From an optimization exercise on the open Yosys and OpenROAD flow, aimed at small area, a short achievable clock period and few clock cycles per item; shortcuts taken in it are not production practice.
The RTL was checked by simulation tests, not by an equivalence proof against the original design.
Power figures rest on the tool's default switching activity, not on a simulated workload.

## design/flow/design.v

```verilog
`timescale 1ns / 1ps
package awfm_pkg;
    localparam int SAMPLE_BITS   = 12;
    localparam int WINDOW_DEF    = 128;
    localparam int DEC_BITS      = 8;
    localparam int TICK_BITS     = 32;
    localparam int HALF_BITS     = 16;
    localparam int CFG_IDX_BITS  = 2;
    localparam int CFG_DATA_BITS = 12;
    localparam int BLK           = 16;
    localparam int NHIST         = WINDOW_DEF / BLK - 1;    
    localparam int TAIL          = 16;
    localparam logic [DEC_BITS-1:0]    DECIMATION_RST = DEC_BITS'(1);
    localparam logic [SAMPLE_BITS-1:0] MIDPOINT_RST   = SAMPLE_BITS'(2048);
    localparam logic [SAMPLE_BITS-1:0] MARGIN_RST     = SAMPLE_BITS'(2047);
    localparam logic [HALF_BITS-1:0]   HALF_MAX       = '1;
    typedef enum logic [CFG_IDX_BITS-1:0] {
        CFG_DECIMATION = 2'd0,
        CFG_MIDPOINT   = 2'd1,
        CFG_MARGIN     = 2'd2
    } t_cfg_idx;
    typedef enum logic [1:0] {
        PH_WAIT_RISE = 2'd0,
        PH_COUNT     = 2'd1,
        PH_STORE     = 2'd2
    } t_phase;
    typedef struct packed {
        logic                   kept;
        logic                   ovl;
        logic                   rise;
        logic                   fall;
    } t_item;
endpackage
`timescale 1ns / 1ps
import awfm_pkg::*;
module awfm_track
(
    input  logic                   i_clk,
    input  logic                   i_rst_n,
    input  logic                   i_load,
    input  logic                   i_kept,
    input  logic                   i_ovl,
    input  logic                   i_rise,
    input  logic                   i_fall,
    input  logic [SAMPLE_BITS-1:0] i_max,
    input  logic [SAMPLE_BITS-1:0] i_min,
    output logic                   o_taken,
    output logic                   o_ovl_seen,
    output logic [TICK_BITS-1:0]   o_ovl_tick,
    output logic [SAMPLE_BITS-1:0] o_max,
    output logic [SAMPLE_BITS-1:0] o_min,
    output logic [HALF_BITS-1:0]   o_half,
    output logic [TICK_BITS-1:0]   o_ticks
);
    awfm_pkg::t_phase     r_phase;
    logic [HALF_BITS-1:0] r_running;
    logic [TICK_BITS-1:0] n_ticks;
    assign n_ticks = o_ticks + TICK_BITS'(1);
    always_ff @(posedge i_clk) begin
        if (i_load) begin
            o_taken <= i_kept;
        end
    end
    always_ff @(posedge i_clk) begin
        if (!i_rst_n) begin
            o_ticks    <= '0;
            o_ovl_seen <= 1'b0;
            o_ovl_tick <= '0;
            o_max      <= '0;
            o_min      <= '0;
            o_half     <= '0;
            r_phase    <= PH_WAIT_RISE;
            r_running  <= '0;
        end else if (i_load) begin
            o_ticks <= n_ticks;
            if (i_kept) begin
                if (i_ovl) begin
                    o_ovl_seen <= 1'b1;
                    o_ovl_tick <= n_ticks;
                end
                o_max <= i_max;
                o_min <= i_min;
                unique case (r_phase)
                    PH_COUNT: begin
                        if (r_running != HALF_MAX) begin
                            r_running <= r_running + HALF_BITS'(1);
                        end
                        if (i_fall) begin
                            r_phase <= PH_STORE;
                        end
                    end
                    PH_STORE: begin
                        o_half    <= r_running;
                        r_running <= '0;
                        r_phase   <= PH_WAIT_RISE;
                    end
                    default: begin
                        r_running <= '0;
                        r_phase   <= i_rise ? PH_COUNT : PH_WAIT_RISE;
                    end
                endcase
            end
        end
    end
endmodule
`timescale 1ns / 1ps
import awfm_pkg::*;
module awfm_cmp
#(
    parameter int W = SAMPLE_BITS
) (
    input  logic [W-1:0] i_a,
    input  logic [W-1:0] i_b,
    output logic         o_gt,
    output logic         o_lt
);
    assign o_gt = (i_a > i_b);
    assign o_lt = (i_a < i_b);
endmodule
module awfm_ge
#(
    parameter int W = SAMPLE_BITS
) (
    input  logic [W-1:0] i_a,
    input  logic [W-1:0] i_b,
    output logic         o_ge
);
    logic gt, lt;
    awfm_cmp #(.W(W)) u_cmp (.i_a(i_a), .i_b(i_b), .o_gt(gt), .o_lt(lt));
    assign o_ge = !lt;
endmodule
module awfm_sel4
(
    input  logic [SAMPLE_BITS-1:0] i_a,
    input  logic [SAMPLE_BITS-1:0] i_b,
    input  logic [SAMPLE_BITS-1:0] i_c,
    input  logic [SAMPLE_BITS-1:0] i_d,
    input  logic                   i_ab,
    input  logic                   i_ac,
    input  logic                   i_ad,
    input  logic                   i_bc,
    input  logic                   i_bd,
    input  logic                   i_cd,
    output logic [SAMPLE_BITS-1:0] o_max,
    output logic [SAMPLE_BITS-1:0] o_min
);
    logic xa, xb, xc, xd, na, nb, nc, nd;
    assign xa =  i_ab &  i_ac &  i_ad;
    assign xb = !i_ab &  i_bc &  i_bd;
    assign xc = !i_ac & !i_bc &  i_cd;
    assign xd = !i_ad & !i_bd & !i_cd;
    assign na = !i_ab & !i_ac & !i_ad;
    assign nb =  i_ab & !i_bc & !i_bd;
    assign nc =  i_ac &  i_bc & !i_cd;
    assign nd =  i_ad &  i_bd &  i_cd;
    assign o_max = ({SAMPLE_BITS{xa}} & i_a) | ({SAMPLE_BITS{xb}} & i_b)
                 | ({SAMPLE_BITS{xc}} & i_c) | ({SAMPLE_BITS{xd}} & i_d);
    assign o_min = ({SAMPLE_BITS{na}} & i_a) | ({SAMPLE_BITS{nb}} & i_b)
                 | ({SAMPLE_BITS{nc}} & i_c) | ({SAMPLE_BITS{nd}} & i_d);
endmodule
module awfm_mm3
(
    input  logic [SAMPLE_BITS-1:0] i_a,
    input  logic [SAMPLE_BITS-1:0] i_b,
    input  logic [SAMPLE_BITS-1:0] i_c,
    output logic [SAMPLE_BITS-1:0] o_max,
    output logic [SAMPLE_BITS-1:0] o_min
);
    logic ab, ac, bc;
    logic xa, xb, xc, na, nb, nc;
    awfm_ge u_ab (.i_a(i_a), .i_b(i_b), .o_ge(ab));
    awfm_ge u_ac (.i_a(i_a), .i_b(i_c), .o_ge(ac));
    awfm_ge u_bc (.i_a(i_b), .i_b(i_c), .o_ge(bc));
    assign xa =  ab &  ac;
    assign xb = !ab &  bc;
    assign xc = !ac & !bc;
    assign na = !ab & !ac;
    assign nb =  ab & !bc;
    assign nc =  ac &  bc;
    assign o_max = ({SAMPLE_BITS{xa}} & i_a) | ({SAMPLE_BITS{xb}} & i_b)
                 | ({SAMPLE_BITS{xc}} & i_c);
    assign o_min = ({SAMPLE_BITS{na}} & i_a) | ({SAMPLE_BITS{nb}} & i_b)
                 | ({SAMPLE_BITS{nc}} & i_c);
endmodule
module awfm_scan
(
    input  logic                   i_clk,
    input  logic                   i_rst_n,
    input  logic                   i_shift,
    input  logic [SAMPLE_BITS-1:0] i_data,
    output logic [SAMPLE_BITS-1:0] o_max,
    output logic [SAMPLE_BITS-1:0] o_min
);
    localparam int W  = SAMPLE_BITS;
    localparam int T0 = WINDOW_DEF - TAIL - 2;    
    logic [W-1:0] r_sr [WINDOW_DEF];
    logic [3:0]   r_pos;
    logic [2:0]   r_nblk;                 
    logic         r_full;
    logic [W-1:0] r_pmax, r_pmin;
    logic [W-1:0] r_smax [NHIST];
    logic [W-1:0] r_smin [NHIST];
    logic [W-1:0] r_tamax [2];
    logic [W-1:0] r_tamin [2];
    logic [W-1:0] r_tbmax, r_tbmin;
    logic         first, last, push;
    assign first = (r_pos == 4'd0);
    assign last  = (r_pos == 4'(BLK - 1));
    assign push  = first && (r_nblk != 3'd0);
    logic [NHIST-1:0] sx_gt, sn_lt;
    for (genvar j = 1; j < NHIST; j++) begin : g_hist
        logic unused_lt, unused_gt;
        awfm_cmp u_sx (.i_a(r_pmax), .i_b(r_smax[j - 1]), .o_gt(sx_gt[j]), .o_lt(unused_lt));
        awfm_cmp u_sn (.i_a(r_pmin), .i_b(r_smin[j - 1]), .o_gt(unused_gt), .o_lt(sn_lt[j]));
    end
    assign sx_gt[0] = 1'b0;
    assign sn_lt[0] = 1'b0;
    always_ff @(posedge i_clk) begin
        if (!i_rst_n) begin
            for (int j = 0; j < NHIST; j++) r_smax[j] <= '0;
        end else if (i_shift && push) begin
            r_smax[0] <= r_pmax;
            for (int j = 1; j < NHIST; j++) r_smax[j] <= sx_gt[j] ? r_pmax : r_smax[j - 1];
        end
    end
    always_ff @(posedge i_clk) begin
        if (i_shift && push) begin
            r_smin[0] <= r_pmin;
            for (int j = 1; j < NHIST; j++) r_smin[j] <= sn_lt[j] ? r_pmin : r_smin[j - 1];
        end
    end
    logic [T0+14:T0] r_d1;
    logic [T0+13:T0] r_d2;
    logic [T0+12:T0] r_d3;
    logic            d1_new, d2_new, d3_new;
    awfm_ge u_d1 (.i_a(r_sr[T0 - 1]), .i_b(r_sr[T0]),     .o_ge(d1_new));
    awfm_ge u_d2 (.i_a(r_sr[T0 - 1]), .i_b(r_sr[T0 + 1]), .o_ge(d2_new));
    awfm_ge u_d3 (.i_a(r_sr[T0 - 1]), .i_b(r_sr[T0 + 2]), .o_ge(d3_new));
    always_ff @(posedge i_clk) begin
        if (i_shift) begin
            r_d1 <= {r_d1[T0+13:T0], d1_new};
            r_d2 <= {r_d2[T0+12:T0], d2_new};
            r_d3 <= {r_d3[T0+11:T0], d3_new};
        end
    end
    logic [W-1:0] gmax [4];
    logic [W-1:0] gmin [4];
    for (genvar g = 0; g < 4; g++) begin : g_grp
        localparam int A = T0 + 4 * g;
        awfm_sel4 u_sel (
            .i_a   (r_sr[A]),
            .i_b   (r_sr[A + 1]),
            .i_c   (r_sr[A + 2]),
            .i_d   (r_sr[A + 3]),
            .i_ab  (r_d1[A]),
            .i_ac  (r_d2[A]),
            .i_ad  (r_d3[A]),
            .i_bc  (r_d1[A + 1]),
            .i_bd  (r_d2[A + 1]),
            .i_cd  (r_d1[A + 2]),
            .o_max (gmax[g]),
            .o_min (gmin[g])
        );
    end
    logic [1:0] ta_xgt, ta_nlt, ta_xlt, ta_ngt;
    logic       tb_xgt, tb_nlt, tb_xlt, tb_ngt;
    for (genvar h = 0; h < 2; h++) begin : g_ta
        awfm_cmp u_tx (.i_a(gmax[2 * h]), .i_b(gmax[2 * h + 1]), .o_gt(ta_xgt[h]), .o_lt(ta_xlt[h]));
        awfm_cmp u_tn (.i_a(gmin[2 * h]), .i_b(gmin[2 * h + 1]), .o_gt(ta_ngt[h]), .o_lt(ta_nlt[h]));
    end
    awfm_cmp u_tbx (.i_a(r_tamax[0]), .i_b(r_tamax[1]), .o_gt(tb_xgt), .o_lt(tb_xlt));
    awfm_cmp u_tbn (.i_a(r_tamin[0]), .i_b(r_tamin[1]), .o_gt(tb_ngt), .o_lt(tb_nlt));
    logic px_gt, pn_lt, unused8, unused9;
    awfm_cmp u_px (.i_a(i_data), .i_b(r_pmax), .o_gt(px_gt), .o_lt(unused8));
    awfm_cmp u_pn (.i_a(i_data), .i_b(r_pmin), .o_gt(unused9), .o_lt(pn_lt));
    always_ff @(posedge i_clk) begin
        if (i_shift) begin
            r_sr[0] <= i_data;
            for (int i = 1; i < WINDOW_DEF; i++) r_sr[i] <= r_sr[i - 1];
            if (first || px_gt) r_pmax <= i_data;
            if (first || pn_lt) r_pmin <= i_data;
            for (int h = 0; h < 2; h++) begin
                r_tamax[h] <= ta_xgt[h] ? gmax[2 * h] : gmax[2 * h + 1];
                r_tamin[h] <= ta_nlt[h] ? gmin[2 * h] : gmin[2 * h + 1];
            end
            r_tbmax <= tb_xgt ? r_tamax[0] : r_tamax[1];
            r_tbmin <= tb_nlt ? r_tamin[0] : r_tamin[1];
        end
    end
    always_ff @(posedge i_clk) begin
        if (!i_rst_n) begin
            r_pos  <= '0;
            r_nblk <= '0;
            r_full <= 1'b0;
        end else if (i_shift) begin
            r_pos <= r_pos + 4'd1;
            if (last) begin
                if (r_nblk != 3'd7) r_nblk <= r_nblk + 3'd1;
                r_full <= r_full || (r_nblk == 3'd7);
            end
        end
    end
    logic [W-1:0] tmax, cmax, cmin, unused6, unused7;
    assign tmax = r_full ? r_tbmax : '0;
    awfm_mm3 u_cx (.i_a(r_pmax), .i_b(r_smax[NHIST-1]), .i_c(tmax), .o_max(cmax), .o_min(unused6));
    awfm_mm3 u_cn (.i_a(r_pmin), .i_b(r_smin[NHIST-1]), .i_c(r_tbmin), .o_max(unused7), .o_min(cmin));
    assign o_max = cmax;
    assign o_min = r_full ? cmin : '0;
endmodule
`timescale 1ns / 1ps
import awfm_pkg::*;
module adc_window_frequency_monitor
#(
    parameter int WINDOW = WINDOW_DEF
) (
    input  logic                     i_clk,
    input  logic                     i_rst_n,
    input  logic                     i_sample_valid,
    output logic                     o_sample_ready,
    input  logic [SAMPLE_BITS-1:0]   i_sample,
    output logic                     o_result_valid,
    input  logic                     i_result_ready,
    output logic                     o_result_taken,
    output logic                     o_result_overload_seen,
    output logic [TICK_BITS-1:0]     o_result_overload_tick,
    output logic [SAMPLE_BITS-1:0]   o_result_window_max,
    output logic [SAMPLE_BITS-1:0]   o_result_window_min,
    output logic [HALF_BITS-1:0]     o_result_half_period,
    output logic [TICK_BITS-1:0]     o_result_tick_count,
    input  logic                     i_cfg_valid,
    output logic                     o_cfg_ready,
    input  logic [CFG_IDX_BITS-1:0]  i_cfg_index,
    input  logic [CFG_DATA_BITS-1:0] i_cfg_data
);
    logic [DEC_BITS-1:0]    r_dec;
    logic [SAMPLE_BITS-1:0] r_mid;
    logic [SAMPLE_BITS-1:0] r_margin;
    assign o_cfg_ready = 1'b1;
    logic [DEC_BITS-1:0]    dec_nx;
    logic [SAMPLE_BITS-1:0] mid_nx, margin_nx;
    logic [SAMPLE_BITS:0]   r_limit;
    always_comb begin
        dec_nx    = r_dec;
        mid_nx    = r_mid;
        margin_nx = r_margin;
        if (i_cfg_valid) begin
            unique case (i_cfg_index)
                CFG_DECIMATION: dec_nx    = i_cfg_data[DEC_BITS-1:0];
                CFG_MIDPOINT:   mid_nx    = i_cfg_data[SAMPLE_BITS-1:0];
                CFG_MARGIN:     margin_nx = i_cfg_data[SAMPLE_BITS-1:0];
                default: ;
            endcase
        end
    end
    always_ff @(posedge i_clk) begin
        if (!i_rst_n) begin
            r_dec    <= DECIMATION_RST;
            r_mid    <= MIDPOINT_RST;
            r_margin <= MARGIN_RST;
            r_limit  <= {1'b0, MIDPOINT_RST} + {1'b0, MARGIN_RST};
        end else begin
            r_dec    <= dec_nx;
            r_mid    <= mid_nx;
            r_margin <= margin_nx;
            r_limit  <= {1'b0, mid_nx} + {1'b0, margin_nx};
        end
    end
    logic [DEC_BITS-1:0]    r_dcnt;
    logic                   r_keep;
    logic [SAMPLE_BITS-1:0] r_prev;
    logic [DEC_BITS-1:0]    dcnt_nx;
    logic                   keep_nx, keep_lt;
    logic                   in_fire;
    logic                   x_gt, x_lt, p_gt, p_lt, ovl_lt;
    awfm_pkg::t_item        in_item;
    assign o_sample_ready = r_adv;
    assign in_fire        = i_sample_valid && r_adv;
    assign dcnt_nx        = !in_fire ? r_dcnt : (r_keep ? DEC_BITS'(1) : r_dcnt + DEC_BITS'(1));
    awfm_cmp #(.W(DEC_BITS)) u_keep (.i_a(dcnt_nx), .i_b(dec_nx), .o_gt(keep_nx), .o_lt(keep_lt));
    assign in_item.kept   = r_keep;
    awfm_cmp #(.W(SAMPLE_BITS + 1)) u_ovl (.i_a({1'b0, i_sample}), .i_b(r_limit),
                                          .o_gt(in_item.ovl), .o_lt(ovl_lt));
    awfm_cmp u_xmid (.i_a(i_sample), .i_b(r_mid), .o_gt(x_gt), .o_lt(x_lt));
    awfm_cmp u_pmid (.i_a(r_prev), .i_b(r_mid), .o_gt(p_gt), .o_lt(p_lt));
    assign in_item.rise   = p_lt && x_gt;
    assign in_item.fall   = p_gt && x_lt;
    always_ff @(posedge i_clk) begin
        if (!i_rst_n) begin
            r_dcnt <= DEC_BITS'(1);
            r_keep <= 1'b1;
            r_prev <= '0;
        end else begin
            r_dcnt <= dcnt_nx;
            r_keep <= !keep_lt;
            if (in_fire && r_keep) begin
                r_prev <= i_sample;
            end
        end
    end
    logic                   r_adv;
    logic                   adv;
    logic                   r_v1;
    logic                   r_k1, r_o1, r_r1, r_f1;
    logic [SAMPLE_BITS-1:0] win_max, win_min;
    assign adv = r_adv;
    awfm_scan u_scan (
        .i_clk   (i_clk),
        .i_rst_n (i_rst_n),
        .i_shift (in_fire && in_item.kept),
        .i_data  (i_sample),
        .o_max   (win_max),
        .o_min   (win_min)
    );
    always_ff @(posedge i_clk) begin
        if (!i_rst_n) begin
            r_v1 <= 1'b0;
        end else if (adv) begin
            r_v1 <= in_fire;
        end
    end
    always_ff @(posedge i_clk) begin
        if (in_fire) begin
            r_k1 <= in_item.kept;
            r_o1 <= in_item.ovl;
            r_r1 <= in_item.rise;
            r_f1 <= in_item.fall;
        end
    end
    logic                   r_out_valid;
    logic                   r_kv;
    logic                   r_kk, r_ko, r_kr, r_kf;
    logic [SAMPLE_BITS-1:0] r_kmax, r_kmin;
    logic                   push, out_free, load;
    assign push     = adv && r_v1;
    assign out_free = !r_out_valid || i_result_ready;
    assign load     = out_free && (r_kv || push);
    always_ff @(posedge i_clk) begin
        if (!i_rst_n) begin
            r_out_valid <= 1'b0;
            r_kv        <= 1'b0;
            r_adv       <= 1'b1;
        end else begin
            if (out_free) begin
                r_out_valid <= r_kv || push;
            end
            r_kv  <= out_free ? (r_kv && push) : (r_kv || push);
            r_adv <= !(out_free ? (r_kv && push) : (r_kv || push));
        end
    end
    always_ff @(posedge i_clk) begin
        if (push && (r_kv || !out_free)) begin
            r_kk   <= r_k1;
            r_ko   <= r_o1;
            r_kr   <= r_r1;
            r_kf   <= r_f1;
            r_kmax <= win_max;
            r_kmin <= win_min;
        end
    end
    assign o_result_valid = r_out_valid;
    awfm_track u_track (
        .i_clk      (i_clk),
        .i_rst_n    (i_rst_n),
        .i_load     (load),
        .i_kept     (r_kv ? r_kk   : r_k1),
        .i_ovl      (r_kv ? r_ko   : r_o1),
        .i_rise     (r_kv ? r_kr   : r_r1),
        .i_fall     (r_kv ? r_kf   : r_f1),
        .i_max      (r_kv ? r_kmax : win_max),
        .i_min      (r_kv ? r_kmin : win_min),
        .o_taken    (o_result_taken),
        .o_ovl_seen (o_result_overload_seen),
        .o_ovl_tick (o_result_overload_tick),
        .o_max      (o_result_window_max),
        .o_min      (o_result_window_min),
        .o_half     (o_result_half_period),
        .o_ticks    (o_result_tick_count)
    );
endmodule
```

## design/flow/run.sh

```bash
#!/bin/bash
# synth_recipe.tcl (not shown) runs the flow's synth.tcl, then flattens the netlist and writes it again
# the make line also repeats each setting of config.mk as NAME=value (left out here)
make -C /OpenROAD-flow-scripts/flow DESIGN_CONFIG=/design/flow/config.mk WORK_HOME=/design/flow/orfs CLKGATE_MAP_FILE= SYNTH_SCRIPT=/design/flow/synth_recipe.tcl finish
```

## design/flow/config.mk

```make
export PLATFORM = sky130hd
export DESIGN_NAME = adc_window_frequency_monitor
export DESIGN_NICKNAME = adc_window_frequency_monitor
export VERILOG_FILES = /design/flow/design.v
export SDC_FILE = /design/flow/constraint.sdc
export NUM_CORES = 4
export LEC_CHECK = 0
export CAP_MARGIN = 20
export CORE_MARGIN = 2
export CORE_UTILIZATION = 65
export CTS_CLUSTER_DIAMETER = 70
export CTS_CLUSTER_SIZE = 25
export PLACE_DENSITY = 0.75
export SETUP_SLACK_MARGIN = 5
export SLEW_MARGIN = 20
```

## design/flow/constraint.sdc

```tcl
create_clock -name core_clock -period 8.0 [get_ports {i_clk}]
set_input_delay 1.6000 -clock core_clock [delete_from_list [all_inputs] [get_ports {i_clk}]]
set_output_delay 1.6000 -clock core_clock [all_outputs]
set_load 0.01 [all_outputs]
```

==> results by group, run 1 <==
Status
  – Status: no timing/DRC/antenna violations

Timing
  – Final min period: 3.32 ns
  – Period Utilization, post-route: 41.5%
  – Final setup fails: 0
  – Post-route setup TNS: 0 ns
  – Fmax: 0.301 GHz
  – Least-Margin Pin Slew: 1.02 ns
  – Count of final hold-check violations: 0
  – RSZ-0062 raised after global routing: yes
  – Post-Route Skew: 0.0532 ns
  – Worst hold margin: 0.391 ns
  – Max-Slew Margin vs Limit: 32.0%
  – Total count of max-transition violations in the final report: 0

Synth
  – Cell variety after synth: 84
  – Net count after synthesis: 5,424
  – Avg Cell Area, Syn: 15.9 sq um
  – Gate Count Post-Synth: 4,998
  – Proportion of synthesized chip area in sequential cells: 74.0%
  – Flip-flop cell with the highest count after synthesis: sky130_fd_sc_hd__edfxtp_1
  – Flop and latch count out of synthesis: 2,052
  – Most area-hungry cell type in the Yosys netlist: sky130_fd_sc_hd__edfxtp_1
  – Portion of synthesized cell area occupied by the leading cell type: 66.8%
  – Dominant cells by area after synthesis: sky130_fd_sc_hd__edfxtp_1 67%, sky130_fd_sc_hd__dfxtp_1 7.2%, sky130_fd_sc_hd__ha_1 6.2%, sky130_fd_sc_hd__mux2i_1 1.9%, sky130_fd_sc_hd__inv_1 1.6%
  – Post-synthesis instance area: 79,400 sq um
  – Number of warnings reported in the yosys synthesis log: 15
  – Post-synth ARST share: 0%
  – Number of synthesized flops with an enable pin: 1,767

Clock network
  – Number of buffers created by CTS: 109
  – Buffer depth of the longest clock path: 3
  – Total number of clock tree sinks: 2,052
  – Clk latency of the worst-skew pair: 0.78 ns
  – Clock transition at the registers of the reported paths: 0.09 ns
  – Number of buffers added to fix hold violations after cts: 0
  – Root cell of the clock tree: sky130_fd_sc_hd__clkbuf_16
  – Clock tree from TritonCTS: done
  – Htree depth: 3

Layout
  – ANT cells: 0
  – Layout cells sized above 1: 18.3%
  – Synth-to-layout area growth: 14.1%
  – Final nets: 5,801
  – Fill cell count: 7,033
  – Final Instance Count excl. Fillers: 7,064

Critical path
  – Crit path max fanout: 6
  – Sort of element at the start of the critical path: flip-flop
  – Required time at the worst-slack endpoint: 8.55 ns
  – Setup CP Type: flip-flop to flip-flop
  – Type of destination of the critical path: flip-flop
  – Critical path arrival: 3.87 ns

Global route
  – Vias in the first global route: 42,100
  – Initial antenna violation count: 6
  – Global-route wire length before repair: 242 mm
  – Pin count of the biggest net entering global routing: 127
  – GR Overflow Total: 0
  – Gr usage total: 25.0%

Placed design
  – Port Buf Inserts: 138
  – Global placer's final weighted congestion: 0.873
  – Placed Cells incl. Taps: 6,628
  – DP Wirelength: 90.2 mm

Power and ir drop
  – Power density normalized to cell area: 225 nW/um^2
  – Overall power: 20.4 mW
  – Standby leakage power: 29.7 nW
  – Maximum ir drop on the vdd rail: 0.253 mV

Routing
  – Ratio of routed vias to standard cells: 6.22
  – Number of DRC violations after detailed routing: 0
  – Wirelength per Cell: 23.1 um
  – Iteration-0 DRC count of the detailed router: 5,101
  – Count of vias placed by the detailed router: 43,900
  – Post-DRT Antenna Nets: 0
  – Total wire length: 163 mm
  – Number of search-and-repair iterations in the first detailed-routing pass: 8

Die
  – Initial core utilization: 65.3%
  – Full die area: 125,000 sq um
  – Number of rows created at floorplan: 128
  – Standard cell core area: 122,000 sq um
  – X dimension of the die: 353 um
  – Vert. Die Dim: 353 um
  – I/O pin count: 140

Job
  – Max-cap check violation count: 0

Worst hold path
  – Type of the most critical hold path: flip-flop to flip-flop
## cell families after synthesis
family          after synthesis  share of synthesized area [%]
compound gates              894                           8.30
xor+xnor                     76                          0.838
fa+ha+maj                   395                           6.23
buf+inv                     527                           2.65
flops                      2052                           74.0
mux                         204                           2.67
other cells                   1                        0.00472
simple gates                849                           5.28
## stage by stage
stage | area (sq um) | util (%) | setup WS [ns]
2_1_floorplan | 79500 | - | 1.19
3_3_place_gp | 82600 | 67.9 | 2.74
3_5_place_dp | 82600 | 67.9 | 2.67
4_1_cts | 89200 | 73.4 | 4.79
5_1_grt | 90600 | 74.5 | 4.57
6_report | 90600 | 74.5 | 4.68
## timing repair
| action | CTS | global route |
|---|---|---|
| setup endpoints to repair | 2015 | 755 |
| gates cloned | 24 | 7 |
| resized for setup | 799 | 144 |
| pin swaps | 50 | 44 |
| buffers inserted | 164 | 66 |
## area by class of cell
class                      count  area [sq um]  share of cell area, %
tap                         1625          2030                   2.24
inverter                     342          1360                   1.50
clock inverter                50           681                  0.751
clock buffer                 125          2810                   3.10
timing repair inverter         6          81.3                 0.0898
multi-input combinational   2431         20500                   22.7
timing repair buffer         433          4100                   4.53
sequential                  2052         59000                   65.1
## synthesized netlist by cell type (20+ instances only)
| cell type | number |
|---|---|
| sky130_fd_sc_hd__edfxtp_1 | 1767 |
| sky130_fd_sc_hd__buf_2 | 49 |
| sky130_fd_sc_hd__a221oi_1 | 97 |
| sky130_fd_sc_hd__ha_1 | 394 |
| sky130_fd_sc_hd__a221o_1 | 39 |
| sky130_fd_sc_hd__inv_1 | 339 |
| sky130_fd_sc_hd__a22o_1 | 97 |
| sky130_fd_sc_hd__nand4_1 | 58 |
| sky130_fd_sc_hd__a211oi_1 | 81 |
| sky130_fd_sc_hd__clkbuf_1 | 118 |
| sky130_fd_sc_hd__and3_1 | 32 |
| sky130_fd_sc_hd__mux2_2 | 55 |
| sky130_fd_sc_hd__nor2_1 | 180 |
| sky130_fd_sc_hd__o21ai_0 | 115 |
| sky130_fd_sc_hd__nand2_1 | 206 |
| sky130_fd_sc_hd__a21oi_1 | 207 |
| sky130_fd_sc_hd__nor2b_1 | 26 |
| sky130_fd_sc_hd__dfxtp_1 | 285 |
| sky130_fd_sc_hd__and2_1 | 21 |
| sky130_fd_sc_hd__mux2i_1 | 148 |
| sky130_fd_sc_hd__o221a_2 | 36 |
| sky130_fd_sc_hd__nand2b_1 | 32 |
| sky130_fd_sc_hd__xor2_1 | 43 |
| sky130_fd_sc_hd__o221a_1 | 20 |
| sky130_fd_sc_hd__xnor2_1 | 33 |
| sky130_fd_sc_hd__a21o_1 | 71 |
| sky130_fd_sc_hd__nor3_1 | 116 |
| sky130_fd_sc_hd__nand3_1 | 97 |
## where the power goes
group / total, mW / switching, mW / internal, mW / leakage (nW)
Combinational: 1.71 / 1.14 / 0.574 / 12.2
Clock: 6.21 / 3.49 / 2.72 / 1.69
Sequential: 12.5 / 0.181 / 12.3 / 15.8
## path summary, 6_finish.rpt
check,from,end,slack [ns],depth (start not counted)
setup / recovery,u_scan.r_d3[118]$_DFFE_PP_,u_scan.r_tamax[1][8]$_DFFE_PP_,4.68,12
hold / removal,u_scan.r_sr[2][9]$_DFFE_PP_,u_scan.r_sr[3][9]$_DFFE_PP_,0.39,0
setup reg to reg,u_scan.r_d3[118]$_DFFE_PP_,u_scan.r_tamax[1][8]$_DFFE_PP_,4.68,12
hold reg to reg,u_scan.r_sr[2][9]$_DFFE_PP_,u_scan.r_sr[3][9]$_DFFE_PP_,0.39,0
## cells in the final DEF, fill, tap and decap left out, types with 20 or more instances in the layout
master                            Yosys  final
sky130_fd_sc_hd__a221oi_4             0     30
sky130_fd_sc_hd__xnor2_1             33     32
sky130_fd_sc_hd__nor2_1             180    171
sky130_fd_sc_hd__clkdlybuf4s15_2      0     55
sky130_fd_sc_hd__buf_6                6     29
sky130_fd_sc_hd__buf_4                5    230
sky130_fd_sc_hd__nand2b_1            32     30
sky130_fd_sc_hd__a211oi_1            81     77
sky130_fd_sc_hd__nor2b_1             26     25
sky130_fd_sc_hd__and3_1              32     22
sky130_fd_sc_hd__a221oi_2             1     41
sky130_fd_sc_hd__a221oi_1            97     27
sky130_fd_sc_hd__clkbuf_16            0    112
sky130_fd_sc_hd__o221a_2             36     36
sky130_fd_sc_hd__nand2_1            206    197
sky130_fd_sc_hd__dfxtp_4              0     54
sky130_fd_sc_hd__a21oi_1            207    197
sky130_fd_sc_hd__a22o_1              97     94
sky130_fd_sc_hd__ha_1               394    372
sky130_fd_sc_hd__mux2i_4              0     20
sky130_fd_sc_hd__mux2i_1            148    126
sky130_fd_sc_hd__o221a_1             20     20
sky130_fd_sc_hd__a21o_1              71     68
sky130_fd_sc_hd__a221o_1             39     38
sky130_fd_sc_hd__mux2_2              55     49
sky130_fd_sc_hd__o21ai_0            115    107
sky130_fd_sc_hd__xor2_1              43     43
sky130_fd_sc_hd__nor3_1             116    110
sky130_fd_sc_hd__buf_2               49     49
sky130_fd_sc_hd__nand4_1             58     58
sky130_fd_sc_hd__edfxtp_1          1767   1767
sky130_fd_sc_hd__inv_1              339    333
sky130_fd_sc_hd__dfxtp_1            285    217
sky130_fd_sc_hd__nand3_1             97     91
## layer usage
metal  track usage [%]  wire [um]  share of wire, %
met1              36.6      70000                43
met5                 0         57             0.035
met2              39.1      75800                46
met4              7.43       4770               2.9
met3              4.36      12900               7.9
## registers in the layout, summed over array words and instances (netlist names), 13 cells and up
| signal | count |
|---|---|
| r_limit | 13 |
| u_scan.r_d1 | 15 |
| u_scan.r_d2 | 14 |
| u_scan.r_d3 | 13 |
| u_scan.r_smax | 84 |
| u_scan.r_smin | 84 |
| u_scan.r_sr | 1512 |
| u_scan.r_tamax | 24 |
| u_scan.r_tamin | 24 |
| u_track.o_half | 16 |
| u_track.o_ovl_tick | 32 |
| u_track.o_ticks | 32 |
| u_track.r_running | 16 |
## critical path: stages, from the launching register on
cell	delay (ns)
sky130_fd_sc_hd__edfxtp_1	0.47
sky130_fd_sc_hd__buf_4	0.20
sky130_fd_sc_hd__and3_2	0.26
sky130_fd_sc_hd__buf_4	0.17
sky130_fd_sc_hd__a221oi_4	0.44
sky130_fd_sc_hd__ha_1	0.22
sky130_fd_sc_hd__nor2b_1	0.05
sky130_fd_sc_hd__o21a_1	0.18
sky130_fd_sc_hd__o21a_1	0.16
sky130_fd_sc_hd__o21a_1	0.17
sky130_fd_sc_hd__o21ai_2	0.19
sky130_fd_sc_hd__buf_8	0.22
sky130_fd_sc_hd__mux2i_4	0.37
Testbench counts, summed over its fixed seeds: cycles 4,656, items 4,608.
==> run 2, diff against run 1 <==
--- a/design/flow/design.v
+++ b/design/flow/design.v
@@ -26,7 +26,6 @@
     } t_phase;
     typedef struct packed {
         logic                   kept;
-        logic                   ovl;
         logic                   rise;
         logic                   fall;
     } t_item;
@@ -188,6 +187,7 @@
     input  logic                   i_rst_n,
     input  logic                   i_shift,
     input  logic [SAMPLE_BITS-1:0] i_data,
+    output logic [SAMPLE_BITS-1:0] o_newest,
     output logic [SAMPLE_BITS-1:0] o_max,
     output logic [SAMPLE_BITS-1:0] o_min
 );
@@ -304,7 +304,8 @@
     assign tmax = r_full ? r_tbmax : '0;
     awfm_mm3 u_cx (.i_a(r_pmax), .i_b(r_smax[NHIST-1]), .i_c(tmax), .o_max(cmax), .o_min(unused6));
     awfm_mm3 u_cn (.i_a(r_pmin), .i_b(r_smin[NHIST-1]), .i_c(r_tbmin), .o_max(unused7), .o_min(cmin));
-    assign o_max = cmax;
+    assign o_newest = r_sr[0];
+    assign o_max    = cmax;
     assign o_min = r_full ? cmin : '0;
 endmodule
 `timescale 1ns / 1ps
@@ -357,12 +358,10 @@
             r_dec    <= DECIMATION_RST;
             r_mid    <= MIDPOINT_RST;
             r_margin <= MARGIN_RST;
-            r_limit  <= {1'b0, MIDPOINT_RST} + {1'b0, MARGIN_RST};
         end else begin
             r_dec    <= dec_nx;
             r_mid    <= mid_nx;
             r_margin <= margin_nx;
-            r_limit  <= {1'b0, mid_nx} + {1'b0, margin_nx};
         end
     end
     logic [DEC_BITS-1:0]    r_dcnt;
@@ -371,15 +370,13 @@
     logic [DEC_BITS-1:0]    dcnt_nx;
     logic                   keep_nx, keep_lt;
     logic                   in_fire;
-    logic                   x_gt, x_lt, p_gt, p_lt, ovl_lt;
+    logic                   x_gt, x_lt, p_gt, p_lt;
     awfm_pkg::t_item        in_item;
     assign o_sample_ready = r_adv;
     assign in_fire        = i_sample_valid && r_adv;
     assign dcnt_nx        = !in_fire ? r_dcnt : (r_keep ? DEC_BITS'(1) : r_dcnt + DEC_BITS'(1));
     awfm_cmp #(.W(DEC_BITS)) u_keep (.i_a(dcnt_nx), .i_b(dec_nx), .o_gt(keep_nx), .o_lt(keep_lt));
     assign in_item.kept   = r_keep;
-    awfm_cmp #(.W(SAMPLE_BITS + 1)) u_ovl (.i_a({1'b0, i_sample}), .i_b(r_limit),
-                                          .o_gt(in_item.ovl), .o_lt(ovl_lt));
     awfm_cmp u_xmid (.i_a(i_sample), .i_b(r_mid), .o_gt(x_gt), .o_lt(x_lt));
     awfm_cmp u_pmid (.i_a(r_prev), .i_b(r_mid), .o_gt(p_gt), .o_lt(p_lt));
     assign in_item.rise   = p_lt && x_gt;
@@ -400,7 +397,9 @@
     logic                   r_adv;
     logic                   adv;
     logic                   r_v1;
-    logic                   r_k1, r_o1, r_r1, r_f1;
+    logic                   r_k1, r_r1, r_f1;
+    logic [SAMPLE_BITS-1:0] newest;
+    logic                   ovl1, ovl_lt;
     logic [SAMPLE_BITS-1:0] win_max, win_min;
     assign adv = r_adv;
     awfm_scan u_scan (
@@ -408,6 +407,7 @@
         .i_rst_n (i_rst_n),
         .i_shift (in_fire && in_item.kept),
         .i_data  (i_sample),
+        .o_newest(newest),
         .o_max   (win_max),
         .o_min   (win_min)
     );
@@ -421,11 +421,17 @@
     always_ff @(posedge i_clk) begin
         if (in_fire) begin
             r_k1 <= in_item.kept;
-            r_o1 <= in_item.ovl;
             r_r1 <= in_item.rise;
             r_f1 <= in_item.fall;
         end
     end
+    always_ff @(posedge i_clk) begin
+        if (adv) begin
+            r_limit <= {1'b0, r_mid} + {1'b0, r_margin};
+        end
+    end
+    awfm_cmp #(.W(SAMPLE_BITS + 1)) u_ovl (.i_a({1'b0, newest}), .i_b(r_limit),
+                                          .o_gt(ovl1), .o_lt(ovl_lt));
     logic                   r_out_valid;
     logic                   r_kv;
     logic                   r_kk, r_ko, r_kr, r_kf;
@@ -450,7 +456,7 @@
     always_ff @(posedge i_clk) begin
         if (push && (r_kv || !out_free)) begin
             r_kk   <= r_k1;
-            r_ko   <= r_o1;
+            r_ko   <= ovl1;
             r_kr   <= r_r1;
             r_kf   <= r_f1;
             r_kmax <= win_max;
@@ -463,7 +469,7 @@
         .i_rst_n    (i_rst_n),
         .i_load     (load),
         .i_kept     (r_kv ? r_kk   : r_k1),
-        .i_ovl      (r_kv ? r_ko   : r_o1),
+        .i_ovl      (r_kv ? r_ko   : ovl1),
         .i_rise     (r_kv ? r_kr   : r_r1),
         .i_fall     (r_kv ? r_kf   : r_f1),
         .i_max      (r_kv ? r_kmax : win_max),
==> run 2 against run 1 <==
Effect of this change: routed wire length rose by 3.5%; sequential power barely moved; still clean on timing, DRC and antenna; largest power group unchanged; clock-buffer cell count fell by 1; critical endpoint is now u_scan.r_tamin[1][1]$_DFFE_PP_.
==> results by group, run 2 <==
Synth
  – Proportion of synthesized chip area in sequential cells: 74.4%
  – Flop and latch count out of synthesis: 2,051
  – Gate Count Post-Synth: 4,951
  – Number of warnings reported in the yosys synthesis log: 15
  – Avg Cell Area, Syn: 16.0 sq um
  – Flip-flop cell with the highest count after synthesis: sky130_fd_sc_hd__edfxtp_1
  – Portion of synthesized cell area occupied by the leading cell type: 67.6%
  – Number of synthesized flops with an enable pin: 1,779
  – Top cell types by occurrence after synthesis: 1,779 x sky130_fd_sc_hd__edfxtp_1, 394 x sky130_fd_sc_hd__ha_1, 338 x sky130_fd_sc_hd__inv_1
  – Most used standard cell by instance count after synthesis: sky130_fd_sc_hd__edfxtp_1
  – Cell variety after synth: 83
  – Post-synthesis instance area: 79,100 sq um
  – Post-synth ARST share: 0%
  – Net count after synthesis: 5,377
  – Most area-hungry cell type in the Yosys netlist: sky130_fd_sc_hd__edfxtp_1
  – Dominant cells by area after synthesis: sky130_fd_sc_hd__edfxtp_1 68%, sky130_fd_sc_hd__dfxtp_1 6.9%, sky130_fd_sc_hd__ha_1 6.2%, sky130_fd_sc_hd__mux2i_1 2.2%, sky130_fd_sc_hd__inv_1 1.6%

Die
  – I/O pin count: 140
  – Initial core utilization: 65.7%
  – Number of rows created at floorplan: 127
  – Vert. Die Dim: 353 um
  – Standard cell core area: 120,000 sq um
  – Full die area: 124,000 sq um
  – X dimension of the die: 353 um

Clock network
  – Buffer depth of the longest clock path: 3
  – Htree depth: 3
  – Number of buffers created by CTS: 107
  – Clock tree from TritonCTS: done
  – Total number of clock tree sinks: 2,051
  – Clk latency of the worst-skew pair: 0.75 ns
  – Clock transition at the registers of the reported paths: 0.11 ns
  – Number of buffers added to fix hold violations after cts: 0
  – Root cell of the clock tree: sky130_fd_sc_hd__clkbuf_16

Routing
  – Total wire length: 169 mm
  – Number of search-and-repair iterations in the first detailed-routing pass: 6
  – Wirelength per Cell: 24.1 um
  – Ratio of routed vias to standard cells: 6.24
  – Iteration-0 DRC count of the detailed router: 4,957
  – Number of DRC violations after detailed routing: 0
  – Count of vias placed by the detailed router: 43,800
  – Post-DRT Antenna Nets: 0

Critical path
  – Setup CP Type: flip-flop to flip-flop
  – Required time at the worst-slack endpoint: 8.56 ns
  – Sort of element at the start of the critical path: flip-flop
  – Critical path arrival: 4.27 ns
  – Crit path max fanout: 6
  – Type of destination of the critical path: flip-flop

Timing
  – Period Utilization, post-route: 46.4%
  – Post-Route Skew: 0.0375 ns
  – RSZ-0062 raised after global routing: yes
  – Final setup fails: 0
  – Count of final hold-check violations: 0
  – Total count of max-transition violations in the final report: 0
  – Least-Margin Pin Slew: 1.26 ns
  – Max-Slew Margin vs Limit: 14.9%
  – Fmax: 0.269 GHz
  – Crit path setup slack, layout: 4.29 ns
  – Post-route setup TNS: 0 ns
  – Final min period: 3.71 ns

Layout
  – Final nets: 5,769
  – Area of all placed cells without fillers: 90,700 sq um
  – Largest regs: u_scan.r_sr: 1512 flops, u_scan.r_smax: 84 flops, u_scan.r_smin: 84 flops
  – Layout cells sized above 1: 17.3%
  – Final Instance Count excl. Fillers: 7,019
  – Register name with the most flops: u_scan.r_sr
  – Most common cell after layout, fill and taps aside: sky130_fd_sc_hd__edfxtp_1
  – Synth-to-layout area growth: 14.7%
  – Top library cells by usage in the layout, fill and taps aside: 1,779 x sky130_fd_sc_hd__edfxtp_1, 376 x sky130_fd_sc_hd__ha_1, 331 x sky130_fd_sc_hd__inv_1, 254 x sky130_fd_sc_hd__nand2_1, 220 x sky130_fd_sc_hd__buf_4
  – Max FFs per register: 1,512

Placed design
  – Port Buf Inserts: 138
  – Placed Cells incl. Taps: 6,590
  – Area post-placement: 82,300 sq um
  – DP Wirelength: 88.5 mm
  – Placement Setup Slack: 2.64 ns
  – Global placer's final weighted congestion: 0.875

Global route
  – Initial antenna violation count: 6
  – GR Overflow Total: 0
  – Gr usage total: 25.1%
  – Vias in the first global route: 41,400
  – Pin count of the biggest net entering global routing: 103
  – Global-route wire length before repair: 242 mm

Job
  – Max-cap check violation count: 0

Power and ir drop
  – Maximum ir drop on the vdd rail: 0.198 mV
  – Power density normalized to cell area: 226 nW/um^2
  – Standby leakage power: 30.0 nW
  – Overall power: 20.5 mW

Status
  – Status: no timing/DRC/antenna violations

Worst hold path
  – Type of the most critical hold path: flip-flop to flip-flop
## run 2: where the power goes
group | switching, mW | internal [mW] | leakage [nW] | total, mW
clock | 3.48 | 2.74 | 1.68 | 6.22
sequential | 0.226 | 12.3 | 15.8 | 12.5
combinational | 1.14 | 0.598 | 12.5 | 1.73
## run 2: kinds of logic (layout without fill, tap and decap cells)
family                   count (synthesis)  count (layout)  share of synthesized area (%)
flip-flops                            2051            2051                           74.4
AND/OR/NAND/NOR                        793             801                           5.04
other                                    1               5                        0.00474
multiplexers                           204             204                           2.64
XOR/XNOR                                80              80                          0.886
buffers and inverters                  516             958                           2.63
AO/OA/AOI/OAI                          911             913                           8.09
adder cells (fa/ha/maj)                395             395                           6.26
## run 2: path summary, 6_finish.rpt
kind / from / to / slack [ns] / depth (start not counted)
min reg2reg: u_scan.r_sr[94][11]$_DFFE_PP_ / u_scan.r_sr[95][11]$_DFFE_PP_ / 0.41 / 0
min: u_scan.r_sr[94][11]$_DFFE_PP_ / u_scan.r_sr[95][11]$_DFFE_PP_ / 0.41 / 0
max reg2reg: u_scan.r_d2[118]$_DFFE_PP_ / u_scan.r_tamin[1][1]$_DFFE_PP_ / 4.29 / 16
max: u_scan.r_d2[118]$_DFFE_PP_ / u_scan.r_tamin[1][1]$_DFFE_PP_ / 4.29 / 16
## run 2: timing repair
item / in CTS / in global routing
pin swaps: 36 / 54
gates cloned: 27 / 5
endpoints found under the hold margin: 0 / 0
setup buffers: 125 / 99
resized for setup: 804 / 178
setup endpoints to repair: 1979 / 924
## run 2: routing by layer
layer  global-route usage (%)  routed length (um)  vias to the layer above
met5                        0                   0                        -
li1                         -                   -                    19700
met3                     3.96               13200                      466
met2                     39.7               78500                     1976
met1                     36.7               70800                    21700
met4                     7.37                6660                        0
## run 2: through the flow
stage	utilization (%)	hold WS [ns]
after global routing	75.4	0.417
after detailed placement	68.4	0.405
after global placement	68.4	0.401
after CTS	74.1	0.413
after floorplan	-	0.400
final	75.4	0.411
## run 2: cell type report
class                   count  area [sq um]
diodes                      4          10.0
flip-flops and latches   2051         59000
repair buffers            431          4170
repair inverters            5          98.8
clock inverters            45           608
multi-input cells        2394         20500
inverters                 353          1400
clock buffers             124          2830
fillers                  6760         29600
well taps                1612          2020
## run 2: critical path, stage by stage (launching register included)
cell                       delay, ns
sky130_fd_sc_hd__edfxtp_1       0.47
sky130_fd_sc_hd__buf_4          0.19
sky130_fd_sc_hd__nand2_4        0.08
sky130_fd_sc_hd__nor2_4         0.07
sky130_fd_sc_hd__buf_4          0.15
sky130_fd_sc_hd__a221oi_2       0.41
sky130_fd_sc_hd__inv_1          0.12
sky130_fd_sc_hd__ha_1           0.25
sky130_fd_sc_hd__a41oi_2        0.20
sky130_fd_sc_hd__nor2b_1        0.09
sky130_fd_sc_hd__o21ai_1        0.25
sky130_fd_sc_hd__a21oi_1        0.16
sky130_fd_sc_hd__a211o_1        0.29
sky130_fd_sc_hd__a31oi_4        0.20
sky130_fd_sc_hd__buf_6          0.19
sky130_fd_sc_hd__buf_6          0.12
sky130_fd_sc_hd__mux2i_4        0.27
Testbench counts of run 2, summed over its fixed seeds: cycles 4,656, items 4,608.
==> run 3, diff against run 2 <==
--- a/design/flow/design.v
+++ b/design/flow/design.v
@@ -128,34 +128,36 @@
     awfm_cmp #(.W(W)) u_cmp (.i_a(i_a), .i_b(i_b), .o_gt(gt), .o_lt(lt));
     assign o_ge = !lt;
 endmodule
-module awfm_sel4
+module awfm_sel8
 (
-    input  logic [SAMPLE_BITS-1:0] i_a,
-    input  logic [SAMPLE_BITS-1:0] i_b,
-    input  logic [SAMPLE_BITS-1:0] i_c,
-    input  logic [SAMPLE_BITS-1:0] i_d,
-    input  logic                   i_ab,
-    input  logic                   i_ac,
-    input  logic                   i_ad,
-    input  logic                   i_bc,
-    input  logic                   i_bd,
-    input  logic                   i_cd,
-    output logic [SAMPLE_BITS-1:0] o_max,
-    output logic [SAMPLE_BITS-1:0] o_min
+    input  logic [8*SAMPLE_BITS-1:0] i_v,
+    input  logic [63:0]              i_ge,
+    output logic [SAMPLE_BITS-1:0]   o_max,
+    output logic [SAMPLE_BITS-1:0]   o_min
 );
-    logic xa, xb, xc, xd, na, nb, nc, nd;
-    assign xa =  i_ab &  i_ac &  i_ad;
-    assign xb = !i_ab &  i_bc &  i_bd;
-    assign xc = !i_ac & !i_bc &  i_cd;
-    assign xd = !i_ad & !i_bd & !i_cd;
-    assign na = !i_ab & !i_ac & !i_ad;
-    assign nb =  i_ab & !i_bc & !i_bd;
-    assign nc =  i_ac &  i_bc & !i_cd;
-    assign nd =  i_ad &  i_bd &  i_cd;
-    assign o_max = ({SAMPLE_BITS{xa}} & i_a) | ({SAMPLE_BITS{xb}} & i_b)
-                 | ({SAMPLE_BITS{xc}} & i_c) | ({SAMPLE_BITS{xd}} & i_d);
-    assign o_min = ({SAMPLE_BITS{na}} & i_a) | ({SAMPLE_BITS{nb}} & i_b)
-                 | ({SAMPLE_BITS{nc}} & i_c) | ({SAMPLE_BITS{nd}} & i_d);
+    localparam int W = SAMPLE_BITS;
+    logic [7:0] x, n;
+    always_comb begin
+        for (int i = 0; i < 8; i++) begin
+            x[i] = 1'b1;
+            n[i] = 1'b1;
+            for (int j = 0; j < 8; j++) begin
+                if (j > i) begin
+                    x[i] = x[i] &  i_ge[8 * i + j];
+                    n[i] = n[i] & !i_ge[8 * i + j];
+                end else if (j < i) begin
+                    x[i] = x[i] & !i_ge[8 * j + i];
+                    n[i] = n[i] &  i_ge[8 * j + i];
+                end
+            end
+        end
+        o_max = '0;
+        o_min = '0;
+        for (int i = 0; i < 8; i++) begin
+            o_max = o_max | ({W{x[i]}} & i_v[W * i +: W]);
+            o_min = o_min | ({W{n[i]}} & i_v[W * i +: W]);
+        end
+    end
 endmodule
 module awfm_mm3
 (
@@ -229,45 +231,32 @@
             for (int j = 1; j < NHIST; j++) r_smin[j] <= sn_lt[j] ? r_pmin : r_smin[j - 1];
         end
     end
-    logic [T0+14:T0] r_d1;
-    logic [T0+13:T0] r_d2;
-    logic [T0+12:T0] r_d3;
-    logic            d1_new, d2_new, d3_new;
-    awfm_ge u_d1 (.i_a(r_sr[T0 - 1]), .i_b(r_sr[T0]),     .o_ge(d1_new));
-    awfm_ge u_d2 (.i_a(r_sr[T0 - 1]), .i_b(r_sr[T0 + 1]), .o_ge(d2_new));
-    awfm_ge u_d3 (.i_a(r_sr[T0 - 1]), .i_b(r_sr[T0 + 2]), .o_ge(d3_new));
+    logic [T0+14:T0] r_dj [1:7];
+    logic [7:1]      dj_new;
+    for (genvar j = 1; j < 8; j++) begin : g_dj
+        awfm_ge u_dj (.i_a(r_sr[T0 - 1]), .i_b(r_sr[T0 - 1 + j]), .o_ge(dj_new[j]));
+    end
     always_ff @(posedge i_clk) begin
         if (i_shift) begin
-            r_d1 <= {r_d1[T0+13:T0], d1_new};
-            r_d2 <= {r_d2[T0+12:T0], d2_new};
-            r_d3 <= {r_d3[T0+11:T0], d3_new};
-        end
-    end
-    logic [W-1:0] gmax [4];
-    logic [W-1:0] gmin [4];
-    for (genvar g = 0; g < 4; g++) begin : g_grp
-        localparam int A = T0 + 4 * g;
-        awfm_sel4 u_sel (
-            .i_a   (r_sr[A]),
-            .i_b   (r_sr[A + 1]),
-            .i_c   (r_sr[A + 2]),
-            .i_d   (r_sr[A + 3]),
-            .i_ab  (r_d1[A]),
-            .i_ac  (r_d2[A]),
-            .i_ad  (r_d3[A]),
-            .i_bc  (r_d1[A + 1]),
-            .i_bd  (r_d2[A + 1]),
-            .i_cd  (r_d1[A + 2]),
-            .o_max (gmax[g]),
-            .o_min (gmin[g])
-        );
-    end
-    logic [1:0] ta_xgt, ta_nlt, ta_xlt, ta_ngt;
-    logic       tb_xgt, tb_nlt, tb_xlt, tb_ngt;
-    for (genvar h = 0; h < 2; h++) begin : g_ta
-        awfm_cmp u_tx (.i_a(gmax[2 * h]), .i_b(gmax[2 * h + 1]), .o_gt(ta_xgt[h]), .o_lt(ta_xlt[h]));
-        awfm_cmp u_tn (.i_a(gmin[2 * h]), .i_b(gmin[2 * h + 1]), .o_gt(ta_ngt[h]), .o_lt(ta_nlt[h]));
+            for (int j = 1; j < 8; j++) r_dj[j] <= {r_dj[j][T0+13:T0], dj_new[j]};
+        end
+    end
+    logic [W-1:0] gmax [2];
+    logic [W-1:0] gmin [2];
+    for (genvar g = 0; g < 2; g++) begin : g_grp
+        localparam int A = T0 + 8 * g;
+        logic [8*W-1:0] v;
+        logic [63:0]    ge;
+        always_comb begin
+            ge = '0;
+            for (int i = 0; i < 8; i++) begin
+                v[W * i +: W] = r_sr[A + i];
+                for (int k = i + 1; k < 8; k++) ge[8 * i + k] = r_dj[k - i][A + i];
+            end
+        end
+        awfm_sel8 u_sel (.i_v(v), .i_ge(ge), .o_max(gmax[g]), .o_min(gmin[g]));
     end
+    logic tb_xgt, tb_nlt, tb_xlt, tb_ngt;
     awfm_cmp u_tbx (.i_a(r_tamax[0]), .i_b(r_tamax[1]), .o_gt(tb_xgt), .o_lt(tb_xlt));
     awfm_cmp u_tbn (.i_a(r_tamin[0]), .i_b(r_tamin[1]), .o_gt(tb_ngt), .o_lt(tb_nlt));
     logic px_gt, pn_lt, unused8, unused9;
@@ -280,8 +269,8 @@
             if (first || px_gt) r_pmax <= i_data;
             if (first || pn_lt) r_pmin <= i_data;
             for (int h = 0; h < 2; h++) begin
-                r_tamax[h] <= ta_xgt[h] ? gmax[2 * h] : gmax[2 * h + 1];
-                r_tamin[h] <= ta_nlt[h] ? gmin[2 * h] : gmin[2 * h + 1];
+                r_tamax[h] <= gmax[h];
+                r_tamin[h] <= gmin[h];
             end
             r_tbmax <= tb_xgt ? r_tamax[0] : r_tamax[1];
             r_tbmin <= tb_nlt ? r_tamin[0] : r_tamin[1];
==> run 3 against run 2 <==
Effect of this change: fmax increased by 25%; synthesized cell count rose by 2.8%; combinational power down 12%; sequential cell count increased by 42; first-iteration DRC count decreased by 3.5%; die area is 1.4% higher.
==> results by group, run 3 <==
Status
  – Status: no timing/DRC/antenna violations

Synth
  – Portion of synthesized cell area occupied by the leading cell type: 68.2%
  – Gate Count Post-Synth: 5,088
  – Dominant cells by area after synthesis: sky130_fd_sc_hd__edfxtp_1 68%, sky130_fd_sc_hd__dfxtp_1 6.8%, sky130_fd_sc_hd__ha_1 6.1%, sky130_fd_sc_hd__a22oi_1 1.8%, sky130_fd_sc_hd__mux2i_1 1.8%
  – Net count after synthesis: 5,512
  – Post-synthesis instance area: 80,200 sq um
  – Post-synthesis compound-gate area fraction: 7.04%
  – Flip-flop cell with the highest count after synthesis: sky130_fd_sc_hd__edfxtp_1
  – Post-synth ARST share: 0%
  – Synth Area in Simple Gates: 6.21%
  – Avg Cell Area, Syn: 15.8 sq um
  – Most used standard cell by instance count after synthesis: sky130_fd_sc_hd__edfxtp_1
  – Main combinational cell family by area after synthesis: compound AO/OA/AOI/OAI gates
  – Number of synthesized flops with an enable pin: 1,821
  – Top cell types by occurrence after synthesis: 1,821 x sky130_fd_sc_hd__edfxtp_1, 392 x sky130_fd_sc_hd__ha_1, 339 x sky130_fd_sc_hd__inv_1
  – Proportion of synthesized chip area in sequential cells: 75.0%
  – Cell variety after synth: 74
  – Most area-hungry cell type in the Yosys netlist: sky130_fd_sc_hd__edfxtp_1
  – Share of cell area taken by muxes after synthesis: 2.24%
  – Area share of fa/ha/maj cells after synthesis: 6.14%
  – XOR/XNOR Fraction of Synth Area: 0.863%
  – Flop and latch count out of synthesis: 2,093
  – Number of warnings reported in the yosys synthesis log: 18

Critical path
  – Type of destination of the critical path: primary output
  – Sort of element at the start of the critical path: flip-flop
  – Critical path arrival: 1.36 ns
  – Top cell family by delay on the critical path: flip-flops
  – Critical path buffer and inverter count: 1
  – Setup CP Type: flip-flop to primary output
  – Crit path max fanout: 1
  – Slowest cell on the critical path: sky130_fd_sc_hd__edfxtp_1
  – Required time at the worst-slack endpoint: 6.40 ns
  – Length in cells of the worst reg-to-reg path: 9
  – Crit Reg-Reg Startpoint: u_scan.r_sr[0][11]$_DFFE_PP_
  – Cell Chain, Critical Path: buf_6
  – Slack of the worst reg-to-reg path: 5.10 ns
  – Worst path depth: 1
  – Peak per-stage delay on the critical path: 0.45 ns
  – Launch point of the critical path: u_track.o_taken$_DFFE_PP_
  – Worst reg2reg endpoint: u_track.o_ovl_tick[11]$_SDFFE_PN0P_

Clock network
  – Clk latency of the worst-skew pair: 0.76 ns
  – Root cell of the clock tree: sky130_fd_sc_hd__clkbuf_16
  – Number of buffers added to fix hold violations after cts: 0
  – Htree depth: 3
  – Clock transition at the registers of the reported paths: 0.09 ns
  – Clock tree from TritonCTS: done
  – Number of buffers created by CTS: 110
  – Total number of clock tree sinks: 2,093
  – Buffer depth of the longest clock path: 3

Layout
  – Top library cells by usage in the layout, fill and taps aside: 1,821 x sky130_fd_sc_hd__edfxtp_1, 391 x sky130_fd_sc_hd__ha_1, 336 x sky130_fd_sc_hd__inv_1, 289 x sky130_fd_sc_hd__nand2_1, 212 x sky130_fd_sc_hd__dfxtp_1
  – Final nets: 5,734
  – Synth-to-layout area growth: 10.2%
  – Most common cell after layout, fill and taps aside: sky130_fd_sc_hd__edfxtp_1
  – Max FFs per register: 1,512
  – Layout cells sized above 1: 11.2%
  – Register name with the most flops: u_scan.r_sr
  – Final core utilization: 72.4%
  – ANT cells: 0

Power and ir drop
  – Overall power: 20.5 mW
  – Power density normalized to cell area: 232 nW/um^2
  – Maximum ir drop on the vdd rail: 0.394 mV
  – Standby leakage power: 28.8 nW

Placed design
  – Port Buf Inserts: 138
  – Global placer's final weighted congestion: 0.873
  – DP Wirelength: 92.5 mm
  – Placement Setup Slack: 2.49 ns

Die
  – Full die area: 126,000 sq um
  – Number of rows created at floorplan: 128
  – Standard cell core area: 122,000 sq um
  – X dimension of the die: 355 um
  – Initial core utilization: 65.7%
  – Vert. Die Dim: 355 um
  – I/O pin count: 140

Global route
  – Initial antenna violation count: 3
  – Vias in the first global route: 42,100
  – Global-route wire length before repair: 245 mm
  – GR Overflow Total: 0
  – Pin count of the biggest net entering global routing: 103
  – Gr usage total: 25.3%

Timing
  – Least-Margin Pin Slew: 1.16 ns
  – Count of final hold-check violations: 0
  – Total count of max-transition violations in the final report: 0
  – Post-route setup TNS: 0 ns
  – Final setup fails: 0
  – RSZ-0062 raised after global routing: yes
  – Final min period: 2.96 ns
  – Worst hold margin: 0.408 ns
  – Max-Slew Margin vs Limit: 22.6%
  – Period Utilization, post-route: 37.0%
  – Post-Route Skew: 0.0309 ns
  – Fmax: 0.338 GHz
  – Crit path setup slack, layout: 5.04 ns

Routing
  – Wirelength per Cell: 23.0 um
  – Post-DRT Antenna Nets: 0
  – Iteration-0 DRC count of the detailed router: 4,784
  – Total wire length: 161 mm
  – Count of vias placed by the detailed router: 43,100
  – Ratio of routed vias to standard cells: 6.17
  – Number of search-and-repair iterations in the first detailed-routing pass: 6
  – Number of DRC violations after detailed routing: 0

Worst hold path
  – Type of the most critical hold path: flip-flop to flip-flop
  – Instance count along the most critical hold path: 0
  – Startpoint of the tightest hold check path: u_scan.r_sr[80][2]$_DFFE_PP_
  – Worst Hold Endpoint: u_scan.r_sr[81][2]$_DFFE_PP_

Job
  – Max-cap check violation count: 0
-- run 3: changes by cell type in the layout (fill, tap and decap cells not counted), moves of 42 or more --
| cell | before | now |
|---|---|---|
| sky130_fd_sc_hd__a21o_1 | 111 | 59 |
| sky130_fd_sc_hd__a221oi_4 | 47 | 0 |
| sky130_fd_sc_hd__a22o_1 | 94 | 1 |
| sky130_fd_sc_hd__a22oi_1 | 0 | 192 |
| sky130_fd_sc_hd__buf_4 | 220 | 101 |
| sky130_fd_sc_hd__edfxtp_1 | 1779 | 1821 |
| sky130_fd_sc_hd__mux2i_4 | 43 | 0 |
| sky130_fd_sc_hd__nand4_1 | 56 | 103 |
-- run 3: power by group --
| group | internal, mW | total (mW) | switching, mW |
|---|---|---|---|
| registers | 12.4 | 12.6 | 0.165 |
| logic | 0.513 | 1.52 | 1.01 |
| clock network | 2.82 | 6.36 | 3.53 |
-- run 3: timing repair --
| action | 4_1_cts | 5_1_grt |
|---|---|---|
| gates resized for setup | 567 | 83 |
| setup buffers | 31 | 11 |
| cloned | 15 | 4 |
| pin swaps | 6 | 3 |
| setup endpoints to repair | 1971 | 159 |
-- run 3: worst max path at each step --
stage,slack [ns],endpoint
3_3_place_gp,2.62,u_scan.r_smax[5][9]$_SDFFE_PN0P_
6_report,5.04,o_result_taken
4_1_cts,4.99,o_result_taken
5_1_grt,4.92,u_track.o_ovl_tick[13]$_SDFFE_PN0P_
3_5_place_dp,2.49,u_scan.r_smax[4][2]$_SDFFE_PN0P_
2_1_floorplan,1.10,r_keep$_SDFF_PN1_
-- run 3: kinds of logic (layout without fill, tap and decap cells) --
kind of cell	count (synthesis)	count (layout)
simple gates	996	997
other cells	1	1
buf+inv	511	790
compound gates	840	841
xor+xnor	79	79
fa+ha+maj	393	393
mux	175	175
flops	2093	2093
-- run 3: area by class of cell --
| class | instances | area [sq um] |
|---|---|---|
| Timing Repair inverter | 5 | 43.8 |
| Fill cell | 7577 | 33700 |
| Clock inverter | 55 | 766 |
| Clock buffer | 116 | 2810 |
| Multi-Input combinational cell | 2486 | 18400 |
| Timing Repair Buffer | 271 | 2680 |
| Tap cell | 1625 | 2030 |
| Sequential cell | 2093 | 60300 |
| Inverter | 343 | 1330 |
-- run 3: worst reg2reg max path, cell delays in order (launching register included) --
cell                       delay, ns
sky130_fd_sc_hd__edfxtp_1       0.42
sky130_fd_sc_hd__ha_1           0.32
sky130_fd_sc_hd__nand2_1        0.09
sky130_fd_sc_hd__nor4_2         0.36
sky130_fd_sc_hd__o21ai_0        0.15
sky130_fd_sc_hd__a21o_1         0.30
sky130_fd_sc_hd__a2111o_2       0.53
sky130_fd_sc_hd__buf_12         0.17
sky130_fd_sc_hd__nand2_4        0.27
sky130_fd_sc_hd__a211oi_2       0.12
-- run 3: routing by layer --
layer,global-route usage [%],share of wire (%),vias to the layer above
met3,4.80,6.9,364
met2,40.5,47,1612
li1,-,-,19700
met1,35.7,43,21400
met4,7.61,3.0,4
met5,0,0.016,-
-- run 3: through the flow --
stage                     instance area (sq um)  cells
after global placement                    83600   6761
after global routing                      88300   6994
after floorplan                           80200   5088
after detailed placement                  83700   6762
after CTS                                 88200   6979
final                                     88300   6994
Testbench counts of run 3, summed over its fixed seeds: cycles 4,656, items 4,608.
==> run 4, diff against run 3 <==
--- a/design/flow/config.mk
+++ b/design/flow/config.mk
@@ -8,8 +8,9 @@
 export CAP_MARGIN = 20
 export CORE_MARGIN = 2
 export CORE_UTILIZATION = 65
-export CTS_CLUSTER_DIAMETER = 70
-export CTS_CLUSTER_SIZE = 25
+export CTS_BUF_LIST = sky130_fd_sc_hd__clkbuf_8 sky130_fd_sc_hd__clkbuf_16
+export CTS_CLUSTER_DIAMETER = 60
+export CTS_CLUSTER_SIZE = 20
 export PLACE_DENSITY = 0.75
 export SETUP_SLACK_MARGIN = 5
 export SLEW_MARGIN = 20
==> run 4 against run 3 <==
Effect of this change: sequential share of layout area fell by 0.63 points; sequential power barely moved; critical path type is now primary input to flip-flop; routed wire length grew 2.0%; non-clock buffer count decreased by 3; still clean on timing, DRC and antenna; sequential cell count stayed put; clock skew up 0.0066 ns; worst setup slack lost 0.037 ns; first-iteration DRC count increased by 6.8%; register-to-register slack about the same.
==> results by group, run 4 <==
Status
  – Status: no timing/DRC/antenna violations

Timing
  – Crit path setup slack, layout: 5.00 ns
  – Final setup fails: 0
  – Period Utilization, post-route: 37.5%

Synth
  – Post-synth ARST share: 0%
  – Cell variety after synth: 74
  – Avg Cell Area, Syn: 15.8 sq um
  – Most used standard cell by instance count after synthesis: sky130_fd_sc_hd__edfxtp_1
  – Number of warnings reported in the yosys synthesis log: 18
  – Dominant cells by area after synthesis: sky130_fd_sc_hd__edfxtp_1 68%, sky130_fd_sc_hd__dfxtp_1 6.8%, sky130_fd_sc_hd__ha_1 6.1%, sky130_fd_sc_hd__a22oi_1 1.8%, sky130_fd_sc_hd__mux2i_1 1.8%
  – Flip-flop cell with the highest count after synthesis: sky130_fd_sc_hd__edfxtp_1
  – Most area-hungry cell type in the Yosys netlist: sky130_fd_sc_hd__edfxtp_1
  – Gate Count Post-Synth: 5,088

Power and ir drop
  – Part of the total power dissipated in sequential elements: 58.7%
  – Net switching power: 4.88 mW
  – P_int: 16.5 mW
  – Gate power share: 7.1%

Layout
  – Most common cell after layout, fill and taps aside: sky130_fd_sc_hd__edfxtp_1
  – Max FFs per register: 1,512
  – Synth-to-layout area growth: 11.3%

Die
  – Vert. Die Dim: 355 um
  – X dimension of the die: 355 um
  – Standard cell core area: 122,000 sq um

Clock network
  – Number of buffers created by CTS: 143
  – Clock tree from TritonCTS: done
  – Total number of clock tree sinks: 2,093

Placed design
  – Port Buf Inserts: 138
  – Placement Setup Slack: 2.49 ns
  – Global placer's final weighted congestion: 0.873

Job
  – Max-cap check violation count: 0

Critical path
  – Sort of element at the start of the critical path: primary input
  – Top cell by count, worst path: sky130_fd_sc_hd__a21o_1
  – Critical path arrival: 3.55 ns

Routing
  – Number of DRC violations after detailed routing: 0
-- run 4: cell counts after synthesis --
No cell type changed its count.
-- run 4: routing by layer --
layer | wire length, um | up-vias
met4 | 5060 | 8
met1 | 69700 | 21500
met2 | 76900 | 1761
li1 | - | 19800
met3 | 12100 | 374
met5 | 51 | -
-- run 4: cell families (layout without fill, tap and decap cells) --
family | after synthesis | count (layout) | synth area share (%)
adder cells (fa/ha/maj) | 393 | 393 | 6.14
other | 1 | 1 | 0.00468
XOR/XNOR | 79 | 79 | 0.863
AND/OR/NAND/NOR | 996 | 998 | 6.21
AO/OA/AOI/OAI | 840 | 841 | 7.04
flip-flops | 2093 | 2093 | 75.0
buffers and inverters | 511 | 838 | 2.49
multiplexers | 175 | 175 | 2.24
-- run 4: path summary, 6_finish.rpt --
check	startpoint	cells after the start	slack (ns)	endpoint
worst max-delay path	i_sample[4]	10	5.00	u_scan.r_pmax[9]$_DFFE_PP_
worst min-delay path	u_scan.r_sr[102][9]$_DFFE_PP_	0	0.41	u_scan.r_sr[103][9]$_DFFE_PP_
worst max register to register	u_scan.r_pmax[9]$_DFFE_PP_	10	5.09	u_scan.r_smax[4][3]$_SDFFE_PN0P_
worst min register to register	u_scan.r_sr[102][9]$_DFFE_PP_	0	0.41	u_scan.r_sr[103][9]$_DFFE_PP_
-- run 4: metrics by stage --
stage               instance area [sq um]  total power, mW  std cells  hold WS, ns  util [%]
floorplan                           80200             13.9       5088        0.400         -
finish                              89200             21.4       7043        0.406      73.1
global route                        89200             22.1       7043        0.415      73.1
global placement                    83600             14.1       6761        0.400      68.5
detailed placement                  83700             14.2       6762        0.405      68.6
CTS                                 88900             21.5       7030        0.411      72.9
-- run 4: layout make-up --
cell class / count / area (sq um)
Clock buffer: 151 / 3740
Timing Repair Buffer: 268 / 2610
Timing Repair inverter: 6 / 52.6
Multi-Input combinational cell: 2487 / 18400
Clock inverter: 70 / 709
Inverter: 343 / 1330
Sequential cell: 2093 / 60300
Fill cell: 7498 / 32900
Tap cell: 1625 / 2030
-- run 4: repair_timing --
| item | 4_1_cts | 5_1_grt |
|---|---|---|
| cloned | 18 | 3 |
| endpoints found under the setup margin | 1968 | 149 |
| setup buffers | 29 | 9 |
| gates resized for setup | 618 | 60 |
| pin swaps | 6 | 4 |
| hold endpoints to repair | 0 | 0 |
-- run 4: power by group through the flow --
| stage | sequential (mW) | clock, mW | combinational, mW |
|---|---|---|---|
| floorplan | 12.9 | 0 | 0.934 |
| global placement | 12.8 | 0 | 1.32 |
| detailed placement | 12.8 | 0 | 1.37 |
| CTS | 12.6 | 7.46 | 1.49 |
| global route | 12.6 | 7.83 | 1.69 |
| finish | 12.6 | 7.32 | 1.53 |
-- run 4: critical path, delay by kind of cell --
family / cells / cell delay [ns]
AOI/OAI and AO/OA: 7 / 1.12
buffers and inverters: 2 / 0.56
adders and majority gates: 1 / 0.27

## separate check: timing with driven ports
Ports are ideal in the flow. The routed layouts listed here were re-timed in OpenROAD.
Step 1 sets driving cells, clkbuf_16 on the clock port and buf_2 on the other inputs (assumed; they add their load-dependent delay and slew).
Step 2 also shifts input and output timing later by t, the mid clock arrival at the registers, as if the neighbouring blocks saw the same clock.
Slacks: ideal / step 1 / step 2; pairs: ideal / step 1.
run | t (ns) | setup slack, ns
run 1 | 0.829 | 4.681 / 4.681 / 4.028
run 2 | 0.810 | 4.286 / 4.286 / 4.249
run 3 | 0.819 | 5.039 / 4.964 / 4.291
run 4 | 0.861 | 5.002 / 4.951 / 4.193
After both steps setup and hold are still met in every run listed.
